This design comes from an exercise in tuning for small area and a short achievable clock period on the open sky130 flow, not from production work. RTL that was checked went through simulation tests only; none was proved equivalent to the original. Power is estimated from default activity; no workload was simulated.

Setup of the baseline:
## maxpool_tree_cell
module maxpool_tree_cell #(
  parameter int DATA_WIDTH = 32,
  parameter int WINDOW     = 9
) (
  input  logic                         C_IN_CLK,
  input  logic                         C_IN_RST,
  input  logic                         C_IN_FLUSH,
  input  logic                         C_IN_MODE,
  input  logic                         C_IN_DATA_VALID,
  input  logic [WINDOW*DATA_WIDTH-1:0] D_IN_DATA,
  output logic                         C_OUT_IN_READY,
  input  logic                         C_IN_OUT_READY,
  output logic                         C_OUT_DATA_VALID,
  output logic [DATA_WIDTH-1:0]        C_OUT_DATA
);
For scale: roughly 2400 cells after synthesis, roughly 200 flip-flops, roughly 330 I/O pins, roughly 16000 µm² of cells after synthesis.
==> module maxpool_tree_cell, before the edit <==
module maxpool_tree_cell #(
  parameter int DATA_WIDTH = 32,
  parameter int WINDOW     = 9
) (
  input  logic                         C_IN_CLK,
  input  logic                         C_IN_RST,
  input  logic                         C_IN_FLUSH,
  input  logic                         C_IN_MODE,
  input  logic                         C_IN_DATA_VALID,
  input  logic [WINDOW*DATA_WIDTH-1:0] D_IN_DATA,
  output logic                         C_OUT_IN_READY,
  input  logic                         C_IN_OUT_READY,
  output logic                         C_OUT_DATA_VALID,
  output logic [DATA_WIDTH-1:0]        C_OUT_DATA
);
  localparam int NV = 5;
  logic [NV-1:0] v4_q;
  logic [NV-1:0] en;
  logic [2:0]    vld_q;
  logic          md1_q;
  logic [95:0]   s1_d;
  logic [95:0]   s1_q;
  logic [31:0]   s2_d;
  logic [31:0]   s2_q, s3_q, s4_q;
  assign en               = ~v4_q | {NV{C_IN_OUT_READY}};
  assign C_OUT_IN_READY   = en[0];
  assign C_OUT_DATA_VALID = v4_q[0];
  for (genvar g = 0; g < 3; g++) begin : g_s1
    maxpool_sel3 u_sel (
      .a    (D_IN_DATA[(3*g)*32   +: 32]),
      .b    (D_IN_DATA[(3*g+1)*32 +: 32]),
      .c    (D_IN_DATA[(3*g+2)*32 +: 32]),
      .q    (s1_q[32*g +: 32]),
      .mode (C_IN_MODE),
      .en   (en[(g == 2) ? 3 : 2]),
      .y    (s1_d[32*g +: 32])
    );
  end
  maxpool_sel3 u_s2 (
    .a    (s1_q[31:0]),
    .b    (s1_q[63:32]),
    .c    (s1_q[95:64]),
    .q    (s2_q),
    .mode (md1_q),
    .en   (en[3]),
    .y    (s2_d)
  );
  always_ff @(posedge C_IN_CLK or posedge C_IN_RST) begin
    if (C_IN_RST)        vld_q <= '0;
    else if (C_IN_FLUSH) vld_q <= '0;
    else if (en[4])      vld_q <= {vld_q[1:0], C_IN_DATA_VALID};
  end
  for (genvar k = 0; k < NV; k++) begin : g_v4
    always_ff @(posedge C_IN_CLK or posedge C_IN_RST) begin
      if (C_IN_RST)        v4_q[k] <= 1'b0;
      else if (C_IN_FLUSH) v4_q[k] <= 1'b0;
      else if (en[k])      v4_q[k] <= vld_q[2];
    end
  end
  always_ff @(posedge C_IN_CLK) begin
    s1_q <= s1_d;
    s2_q <= s2_d;
    if (en[4]) begin
      md1_q <= C_IN_MODE;
      s3_q  <= s2_q;
      s4_q  <= s3_q;
    end
  end
  assign C_OUT_DATA = s4_q & {32{v4_q[1]}};
endmodule
Settings: LEC_CHECK=0, ABC_AREA=1, CAP_MARGIN=20, CORE_MARGIN=2, CORE_UTILIZATION=50, GPL_TIMING_DRIVEN=0, SETUP_SLACK_MARGIN=1.0, SLEW_MARGIN=20; clock period 3.6 ns.
standard.sh (not shown) runs the stock make flow with config.mk's settings and CLKGATE_MAP_FILE= SYNTH_SCRIPT=/design/flow/synth_recipe.tcl, a recipe that flattens the netlist after the stock synthesis.
==> flow/flow/run.sh <==
#!/bin/bash
# Standard ORFS layout with three changes:
#  - synthesis maps with flow/abc_map.script (same passes and names otherwise);
#  - the port buffers are plain buf_1 cells instead of buffer_ports' default
#    delay cells;
#  - the buffers ABC inserts are removed at floorplan so placement rebuilds
#    the fanout trees.
set -euo pipefail
W=$PWD
export FLOW_ABC_SCRIPT=$W/flow/abc_map.script
export FLOW_SYNTH_TCL=$W/synth_recipe.tcl
bash standard.sh SYNTH_SCRIPT=$W/flow/synth_wrap.tcl synth > synth.log 2>&1
bash standard.sh SYNTH_SCRIPT=$W/flow/synth_wrap.tcl \
  BUFFER_PORTS_ARGS="-buffer_cell sky130_fd_sc_hd__buf_1" REMOVE_ABC_BUFFERS=1 \
  finish > layout.log 2>&1
==> flow/flow/abc_map.script <==
strash
dch
map -D 1000
topo
stime -c
buffer -c
upsize -c -D 1000
dnsize -c -D 1000
==> flow/flow/synth_wrap.tcl <==
# The standard flow's synthesis script unchanged, except that ABC maps the logic with
# flow/abc_map.script: delay-driven mapping with area recovery.
proc abc {args} {
  set i [lsearch $args -script]
  lset args [expr {$i + 1}] $::env(FLOW_ABC_SCRIPT)
  yosys abc {*}$args
}
source $::env(FLOW_SYNTH_TCL)
Edits applied to the flow inputs when going from the baseline to the candidate:
==> flow/design.v, changed modules only <==
module maxpool_tree_cell #(
  parameter int DATA_WIDTH = 32,
  parameter int WINDOW     = 9
) (
  input  logic                         C_IN_CLK,
  input  logic                         C_IN_RST,
  input  logic                         C_IN_FLUSH,
  input  logic                         C_IN_MODE,
  input  logic                         C_IN_DATA_VALID,
  input  logic [WINDOW*DATA_WIDTH-1:0] D_IN_DATA,
  output logic                         C_OUT_IN_READY,
  input  logic                         C_IN_OUT_READY,
  output logic                         C_OUT_DATA_VALID,
  output logic [DATA_WIDTH-1:0]        C_OUT_DATA
);
  localparam int NV = 4;
  logic [NV-1:0] v4_q;
  logic [NV-1:0] en;
  logic [2:0]    vld_q;
  logic          md1_q;
  logic [95:0]   s1_d;
  logic [95:0]   s1_q;
  logic [31:0]   s2_d;
  logic [31:0]   s2_q, s3_q, s4_q;
  assign en               = ~v4_q | {NV{C_IN_OUT_READY}};
  assign C_OUT_IN_READY   = en[0];
  assign C_OUT_DATA_VALID = v4_q[0];
  for (genvar g = 0; g < 3; g++) begin : g_s1
    maxpool_sel3 u_sel (
      .a    (D_IN_DATA[(3*g)*32   +: 32]),
      .b    (D_IN_DATA[(3*g+1)*32 +: 32]),
      .c    (D_IN_DATA[(3*g+2)*32 +: 32]),
      .q    (s1_q[32*g +: 32]),
      .mode (C_IN_MODE),
      .en   (en[(g == 2) ? 2 : 1]),
      .y    (s1_d[32*g +: 32])
    );
  end
  maxpool_sel3 u_s2 (
    .a    (s1_q[31:0]),
    .b    (s1_q[63:32]),
    .c    (s1_q[95:64]),
    .q    (s2_q),
    .mode (md1_q),
    .en   (en[2]),
    .y    (s2_d)
  );
  always_ff @(posedge C_IN_CLK or posedge C_IN_RST) begin
    if (C_IN_RST)        vld_q <= '0;
    else if (C_IN_FLUSH) vld_q <= '0;
    else if (en[3])      vld_q <= {vld_q[1:0], C_IN_DATA_VALID};
  end
  for (genvar k = 0; k < NV; k++) begin : g_v4
    always_ff @(posedge C_IN_CLK or posedge C_IN_RST) begin
      if (C_IN_RST)        v4_q[k] <= 1'b0;
      else if (C_IN_FLUSH) v4_q[k] <= 1'b0;
      else if (en[k])      v4_q[k] <= vld_q[2];
    end
  end
  always_ff @(posedge C_IN_CLK) begin
    s1_q <= s1_d;
    s2_q <= s2_d;
    if (en[3]) begin
      md1_q <= C_IN_MODE;
      s3_q  <= s2_q;
    end
  end
  always_ff @(posedge C_IN_CLK or posedge C_IN_RST) begin
    if (C_IN_RST)        s4_q <= '0;
    else if (C_IN_FLUSH) s4_q <= '0;
    else if (en[3])      s4_q <= vld_q[2] ? s3_q : '0;
  end
  assign C_OUT_DATA = s4_q;
endmodule
--- outcome ---
- Against the baseline, post-synthesis average cell area in the candidate fell by a few percent.
- Final area on the candidate is down relative to the baseline.
- The candidate reports its start point of the critical path as D_IN_DATA[29] while the baseline reports s1_q[5].
- The candidate against the baseline: final-layout worst hold slack +0.12 ns; via count moved up; combinational cell fraction of total power went up 3.4 points.
- Net count of the finished layout: the candidate > the baseline
The RTL of the candidate was laid out without a check of its function.

========
Another version of the RTL of maxpool_tree_cell (not shown whole).
Size in the first run: ~18000 µm² of cells after synthesis.
==> module maxpool_tree_cell, before the edit <==
module maxpool_tree_cell #(
  parameter int DATA_WIDTH = 32,
  parameter int WINDOW     = 9
) (
  input  logic                         C_IN_CLK,
  input  logic                         C_IN_RST,
  input  logic                         C_IN_FLUSH,
  input  logic                         C_IN_MODE,
  input  logic                         C_IN_DATA_VALID,
  input  logic [WINDOW*DATA_WIDTH-1:0] D_IN_DATA,
  output logic                         C_OUT_IN_READY,
  input  logic                         C_IN_OUT_READY,
  output logic                         C_OUT_DATA_VALID,
  output logic [DATA_WIDTH-1:0]        C_OUT_DATA
);
  logic        en;
  logic        en_o;
  logic [3:0]  vld_q;
  logic        vld_o_q;
  logic        md1_q;
  logic [95:0] s1_d;
  logic [95:0] s1_q;
  logic [31:0] s2_d;
  logic [31:0] s2_q, s3_q, s4_q;
  assign C_OUT_DATA_VALID = vld_o_q;
  assign en_o             = !vld_o_q || C_IN_OUT_READY;
  assign C_OUT_IN_READY   = en_o;
  assign en               = !vld_q[3] || C_IN_OUT_READY;
  for (genvar g = 0; g < 3; g++) begin : g_s1
    maxpool_sel3 u_sel (
      .a    (D_IN_DATA[(3*g)*32   +: 32]),
      .b    (D_IN_DATA[(3*g+1)*32 +: 32]),
      .c    (D_IN_DATA[(3*g+2)*32 +: 32]),
      .q    (s1_q[32*g +: 32]),
      .mode (C_IN_MODE),
      .en   (en),
      .y    (s1_d[32*g +: 32])
    );
  end
  maxpool_sel3 u_s2 (
    .a    (s1_q[31:0]),
    .b    (s1_q[63:32]),
    .c    (s1_q[95:64]),
    .q    (s2_q),
    .mode (md1_q),
    .en   (en),
    .y    (s2_d)
  );
  always_ff @(posedge C_IN_CLK or posedge C_IN_RST) begin
    if (C_IN_RST)        vld_q <= '0;
    else if (C_IN_FLUSH) vld_q <= '0;
    else if (en)         vld_q <= {vld_q[2:0], C_IN_DATA_VALID};
  end
  always_ff @(posedge C_IN_CLK or posedge C_IN_RST) begin
    if (C_IN_RST)        vld_o_q <= 1'b0;
    else if (C_IN_FLUSH) vld_o_q <= 1'b0;
    else if (en_o)       vld_o_q <= vld_q[2];
  end
  always_ff @(posedge C_IN_CLK) begin
    s1_q <= s1_d;
    s2_q <= s2_d;
    if (en) begin
      md1_q <= C_IN_MODE;
      s3_q  <= s2_q;
      s4_q  <= s3_q;
    end
  end
  assign C_OUT_DATA = s4_q & {32{vld_q[3]}};
endmodule
==> flow/config.mk <==
export PLATFORM = sky130hd
export DESIGN_NAME = maxpool_tree_cell
export DESIGN_NICKNAME = maxpool_tree_cell
export VERILOG_FILES = /design/flow/design.v
export SDC_FILE = /design/flow/constraint.sdc
export NUM_CORES = 4
export LEC_CHECK = 0
export ABC_AREA = 1
export CAP_MARGIN = 20
export CORE_MARGIN = 2
export CORE_UTILIZATION = 50
export GPL_TIMING_DRIVEN = 0
export SLEW_MARGIN = 20
==> flow/constraint.sdc <==
create_clock -name core_clock -period 3.6 [get_ports {C_IN_CLK}]
set_input_delay 0.7200 -clock core_clock [delete_from_list [all_inputs] [get_ports {C_IN_CLK}]]
set_output_delay 0.7200 -clock core_clock [all_outputs]
set_load 0.01 [all_outputs]
==> flow/flow/run.sh <==
#!/bin/bash
# Standard ORFS layout, except that the port buffers are plain buf_2 cells
# instead of the delay cells buffer_ports picks by default, and the buffers
# ABC inserts are removed at floorplan so placement rebuilds the fanout trees.
set -euo pipefail
bash standard.sh BUFFER_PORTS_ARGS="-buffer_cell sky130_fd_sc_hd__buf_2" REMOVE_ABC_BUFFERS=1 finish > standard_flow.log 2>&1
Rerun with:
--- a/flow/design.v
+++ b/flow/design.v
@@ -63,29 +63,28 @@
   input  logic                         C_IN_OUT_READY,
   output logic                         C_OUT_DATA_VALID,
   output logic [DATA_WIDTH-1:0]        C_OUT_DATA
 );
-  logic        en;
-  logic        en_o;
-  logic [3:0]  vld_q;
-  logic        vld_o_q;
-  logic        md1_q;
-  logic [95:0] s1_d;
-  logic [95:0] s1_q;
-  logic [31:0] s2_d;
-  logic [31:0] s2_q, s3_q, s4_q;
-  assign C_OUT_DATA_VALID = vld_o_q;
-  assign en_o             = !vld_o_q || C_IN_OUT_READY;
-  assign C_OUT_IN_READY   = en_o;
-  assign en               = !vld_q[3] || C_IN_OUT_READY;
+  localparam int NV = 5;
+  logic [NV-1:0] v4_q;
+  logic [NV-1:0] en;
+  logic [2:0]    vld_q;
+  logic          md1_q;
+  logic [95:0]   s1_d;
+  logic [95:0]   s1_q;
+  logic [31:0]   s2_d;
+  logic [31:0]   s2_q, s3_q, s4_q;
+  assign en               = ~v4_q | {NV{C_IN_OUT_READY}};
+  assign C_OUT_IN_READY   = en[0];
+  assign C_OUT_DATA_VALID = v4_q[0];
   for (genvar g = 0; g < 3; g++) begin : g_s1
     maxpool_sel3 u_sel (
       .a    (D_IN_DATA[(3*g)*32   +: 32]),
       .b    (D_IN_DATA[(3*g+1)*32 +: 32]),
       .c    (D_IN_DATA[(3*g+2)*32 +: 32]),
       .q    (s1_q[32*g +: 32]),
       .mode (C_IN_MODE),
-      .en   (en),
+      .en   (en[(g == 2) ? 3 : 2]),
       .y    (s1_d[32*g +: 32])
     );
   end
   maxpool_sel3 u_s2 (
@@ -93,28 +92,30 @@
     .b    (s1_q[63:32]),
     .c    (s1_q[95:64]),
     .q    (s2_q),
     .mode (md1_q),
-    .en   (en),
+    .en   (en[3]),
     .y    (s2_d)
   );
   always_ff @(posedge C_IN_CLK or posedge C_IN_RST) begin
     if (C_IN_RST)        vld_q <= '0;
     else if (C_IN_FLUSH) vld_q <= '0;
-    else if (en)         vld_q <= {vld_q[2:0], C_IN_DATA_VALID};
+    else if (en[4])      vld_q <= {vld_q[1:0], C_IN_DATA_VALID};
   end
-  always_ff @(posedge C_IN_CLK or posedge C_IN_RST) begin
-    if (C_IN_RST)        vld_o_q <= 1'b0;
-    else if (C_IN_FLUSH) vld_o_q <= 1'b0;
-    else if (en_o)       vld_o_q <= vld_q[2];
+  for (genvar k = 0; k < NV; k++) begin : g_v4
+    always_ff @(posedge C_IN_CLK or posedge C_IN_RST) begin
+      if (C_IN_RST)        v4_q[k] <= 1'b0;
+      else if (C_IN_FLUSH) v4_q[k] <= 1'b0;
+      else if (en[k])      v4_q[k] <= vld_q[2];
+    end
   end
   always_ff @(posedge C_IN_CLK) begin
     s1_q <= s1_d;
     s2_q <= s2_d;
-    if (en) begin
+    if (en[4]) begin
       md1_q <= C_IN_MODE;
       s3_q  <= s2_q;
       s4_q  <= s3_q;
     end
   end
-  assign C_OUT_DATA = s4_q & {32{vld_q[3]}};
+  assign C_OUT_DATA = s4_q & {32{v4_q[1]}};
 endmodule
First-iteration DRC count falls by 12%.
Utilization barely changes.
Synthesized cell count rises by 3.6%.
Critical path depth does not change.
Worst hold slack gets worse by 11 ps.
Count of clock-buffer cells in the layout rises by 9.
Clock skew is about the same.
Clock power rises by 25%.
Worst setup slack gets worse by 23 ps.
Via count rises by 5.4%.
Only the layout flow was run in the first run of this note; the RTL was not checked for function there.

========
The RTL this note starts from:
==> flow/design.v <==
package maxpool_pkg;
  localparam logic MODE_MAX = 1'b0;
  localparam logic MODE_MIN = 1'b1;
endpackage
module maxpool_cmp (
  input  logic [31:0] a,
  input  logic [31:0] b,
  output logic        beat
);
  logic       mag_gt;
  logic [31:0] g [6];
  logic [31:0] p [6];
  always_comb begin
    g[0] = {1'b0, a[30:0] & ~b[30:0]};
    p[0] = {1'b1, a[30:0] | ~b[30:0]};
    for (int l = 1; l < 6; l++) begin
      g[l] = '0;
      p[l] = '0;
      for (int j = 0; j < (32 >> l); j++) begin
        g[l][j] = g[l-1][2*j+1] | (p[l-1][2*j+1] & g[l-1][2*j]);
        p[l][j] = p[l-1][2*j+1] & p[l-1][2*j];
      end
    end
    mag_gt = g[5][0];
  end
  assign beat = (a[31] ^ b[31]) ? b[31] : (a[31] ^ mag_gt);
endmodule
module maxpool_sel3 (
  input  logic [31:0] a,
  input  logic [31:0] b,
  input  logic [31:0] c,
  input  logic [31:0] q,
  input  logic        mode,
  input  logic        en,
  output logic [31:0] y
);
  logic ab, ac, bc;
  logic p_ab, p_ac, p_bc;
  logic wa, wb, wc;
  maxpool_cmp u_ab (.a(a), .b(b), .beat(ab));
  maxpool_cmp u_ac (.a(a), .b(c), .beat(ac));
  maxpool_cmp u_bc (.a(b), .b(c), .beat(bc));
  assign p_ab = ab ^ mode;
  assign p_ac = ac ^ mode;
  assign p_bc = bc ^ mode;
  assign wa =  p_ab &  p_ac;
  assign wb = ~p_ab &  p_bc;
  assign wc = ~p_ac & ~p_bc;
  assign y = ({32{wa & en}} & a) | ({32{wb & en}} & b) | ({32{wc & en}} & c) |
             ({32{~en}} & q);
endmodule
module maxpool_tree_cell #(
  parameter int DATA_WIDTH = 32,
  parameter int WINDOW     = 9
) (
  input  logic                         C_IN_CLK,
  input  logic                         C_IN_RST,
  input  logic                         C_IN_FLUSH,
  input  logic                         C_IN_MODE,
  input  logic                         C_IN_DATA_VALID,
  input  logic [WINDOW*DATA_WIDTH-1:0] D_IN_DATA,
  output logic                         C_OUT_IN_READY,
  input  logic                         C_IN_OUT_READY,
  output logic                         C_OUT_DATA_VALID,
  output logic [DATA_WIDTH-1:0]        C_OUT_DATA
);
  localparam int NV = 4;
  logic [NV-1:0] v4_q;
  logic [NV-1:0] en;
  logic [2:0]    vld_q;
  logic          md1_q;
  logic [95:0]   s1_d;
  logic [95:0]   s1_q;
  logic [31:0]   s2_d;
  logic [31:0]   s2_q, s3_q, s4_q;
  assign en               = ~v4_q | {NV{C_IN_OUT_READY}};
  assign C_OUT_IN_READY   = en[0];
  assign C_OUT_DATA_VALID = v4_q[0];
  for (genvar g = 0; g < 3; g++) begin : g_s1
    maxpool_sel3 u_sel (
      .a    (D_IN_DATA[(3*g)*32   +: 32]),
      .b    (D_IN_DATA[(3*g+1)*32 +: 32]),
      .c    (D_IN_DATA[(3*g+2)*32 +: 32]),
      .q    (s1_q[32*g +: 32]),
      .mode (C_IN_MODE),
      .en   (en[(g == 2) ? 2 : 1]),
      .y    (s1_d[32*g +: 32])
    );
  end
  maxpool_sel3 u_s2 (
    .a    (s1_q[31:0]),
    .b    (s1_q[63:32]),
    .c    (s1_q[95:64]),
    .q    (s2_q),
    .mode (md1_q),
    .en   (en[2]),
    .y    (s2_d)
  );
  always_ff @(posedge C_IN_CLK or posedge C_IN_RST) begin
    if (C_IN_RST)        vld_q <= '0;
    else if (C_IN_FLUSH) vld_q <= '0;
    else if (en[3])      vld_q <= {vld_q[1:0], C_IN_DATA_VALID};
  end
  for (genvar k = 0; k < NV; k++) begin : g_v4
    always_ff @(posedge C_IN_CLK or posedge C_IN_RST) begin
      if (C_IN_RST)        v4_q[k] <= 1'b0;
      else if (C_IN_FLUSH) v4_q[k] <= 1'b0;
      else if (en[k])      v4_q[k] <= vld_q[2];
    end
  end
  always_ff @(posedge C_IN_CLK) begin
    s1_q <= s1_d;
    s2_q <= s2_d;
    if (en[3]) begin
      md1_q <= C_IN_MODE;
      s3_q  <= s2_q;
    end
  end
  always_ff @(posedge C_IN_CLK or posedge C_IN_RST) begin
    if (C_IN_RST)        s4_q <= '0;
    else if (C_IN_FLUSH) s4_q <= '0;
    else if (en[3])      s4_q <= vld_q[2] ? s3_q : '0;
  end
  assign C_OUT_DATA = s4_q;
endmodule
export LEC_CHECK = 0
export ABC_AREA = 1
export CAP_MARGIN = 20
export CORE_MARGIN = 2
export CORE_UTILIZATION = 50
export GPL_TIMING_DRIVEN = 0
export SETUP_SLACK_MARGIN = 1.0
export SLEW_MARGIN = 70
create_clock -name core_clock -period 3.6 [get_ports {C_IN_CLK}]
==> flow/flow/run.sh <==
#!/bin/bash
# Standard ORFS layout with three changes:
#  - synthesis maps with flow/abc_map.script (same passes and names otherwise);
#  - the port buffers are plain buf_1 cells instead of buffer_ports' default
#    delay cells;
#  - the buffers ABC inserts are removed at floorplan so placement rebuilds
#    the fanout trees.
set -euo pipefail
W=$PWD
export FLOW_ABC_SCRIPT=$W/flow/abc_map.script
export FLOW_SYNTH_TCL=$W/synth_recipe.tcl
bash standard.sh SYNTH_SCRIPT=$W/flow/synth_wrap.tcl synth > synth.log 2>&1
bash standard.sh SYNTH_SCRIPT=$W/flow/synth_wrap.tcl \
  BUFFER_PORTS_ARGS="-buffer_cell sky130_fd_sc_hd__buf_1" REMOVE_ABC_BUFFERS=1 \
  finish > layout.log 2>&1
Scripts as last shown in full above: flow/flow/abc_map.script, flow/flow/synth_wrap.tcl
Then changed:
--- a/flow/design.v
+++ b/flow/design.v
@@ -65,5 +65,5 @@
   output logic [DATA_WIDTH-1:0]        C_OUT_DATA
 );
-  localparam int NV = 4;
+  localparam int NV = 5;
   logic [NV-1:0] v4_q;
   logic [NV-1:0] en;
@@ -84,5 +84,5 @@
       .q    (s1_q[32*g +: 32]),
       .mode (C_IN_MODE),
-      .en   (en[(g == 2) ? 2 : 1]),
+      .en   (en[(g == 2) ? 3 : 2]),
       .y    (s1_d[32*g +: 32])
     );
@@ -94,5 +94,5 @@
     .q    (s2_q),
     .mode (md1_q),
-    .en   (en[2]),
+    .en   (en[3]),
     .y    (s2_d)
   );
@@ -100,5 +100,5 @@
     if (C_IN_RST)        vld_q <= '0;
     else if (C_IN_FLUSH) vld_q <= '0;
-    else if (en[3])      vld_q <= {vld_q[1:0], C_IN_DATA_VALID};
+    else if (en[4])      vld_q <= {vld_q[1:0], C_IN_DATA_VALID};
   end
   for (genvar k = 0; k < NV; k++) begin : g_v4
@@ -112,14 +112,10 @@
     s1_q <= s1_d;
     s2_q <= s2_d;
-    if (en[3]) begin
+    if (en[4]) begin
       md1_q <= C_IN_MODE;
       s3_q  <= s2_q;
+      s4_q  <= s3_q;
     end
   end
-  always_ff @(posedge C_IN_CLK or posedge C_IN_RST) begin
-    if (C_IN_RST)        s4_q <= '0;
-    else if (C_IN_FLUSH) s4_q <= '0;
-    else if (en[3])      s4_q <= vld_q[2] ? s3_q : '0;
-  end
-  assign C_OUT_DATA = s4_q;
+  assign C_OUT_DATA = s4_q & {32{v4_q[1]}};
 endmodule
Result: Die area grows by 0.77%. Clock power came out higher by 19%. Critical path depth came out higher by 2. Final area stays flat. Setup slack gains 0.067 ns. Worst hold slack degrades by 0.099 ns. Utilization came out lower by 0.40 points. Combinational power goes up by about 4%. Maximum frequency goes up by 2.7%. Register-to-register slack gets worse by 0.04 ns. Power goes up by 9.6%. Via count is lower by about 2.1%. Flip-flop and latch count rises by 1.
No functional check of the RTL was part of the first run of this note.

-- afterwards: timing with drivers on the ports --
How much do the figures lean on ideal ports? The routed layouts below were timed once more, with nothing changed but the port constraints.
Step 1 (the two cells are an assumption about what drives the block):
set clk [get_ports {C_IN_CLK}]
set_driving_cell -lib_cell sky130_fd_sc_hd__clkbuf_16 $clk
set_driving_cell -lib_cell sky130_fd_sc_hd__buf_2 [delete_from_list [all_inputs] $clk]
Step 2 also shifts input and output timing later by t, the mid clock arrival at the registers, as if the neighbouring blocks saw the same clock.
Slacks: ideal ports / drivers / drivers and shift; pairs: ideal ports / drivers.
run | t, ns | setup slack, ns | clock arrival spread, ns | pins driven straight from the clock port
the baseline | 0.585 | 1.103 / 1.103 / 0.580 | 0.013 / 0.013 | 1
the candidate | 0.493 | 1.046 / 1.067 / 0.574 | 0.021 / 0.021 | 1
the first run of note 2 | 0.479 | 0.490 / 0.490 / 0.241 | 0.015 / 0.015 | 1
the second run of note 2 | 0.553 | 0.467 / 0.462 / -0.091 | 0.015 / 0.016 | 1
the first run of note 3 | 0.497 | 1.043 / 1.061 / 0.563 | 0.019 / 0.019 | 1
the second run of note 3 | 0.587 | 1.110 / 1.110 / 0.581 | 0.015 / 0.015 | 1
Met with ideal ports but missed after step 2: setup timing in the second run of note 2. For the second run of note 2, which loses most, drivers alone change the setup slack by -0.005 ns; drivers and shift together by -0.558 ns.
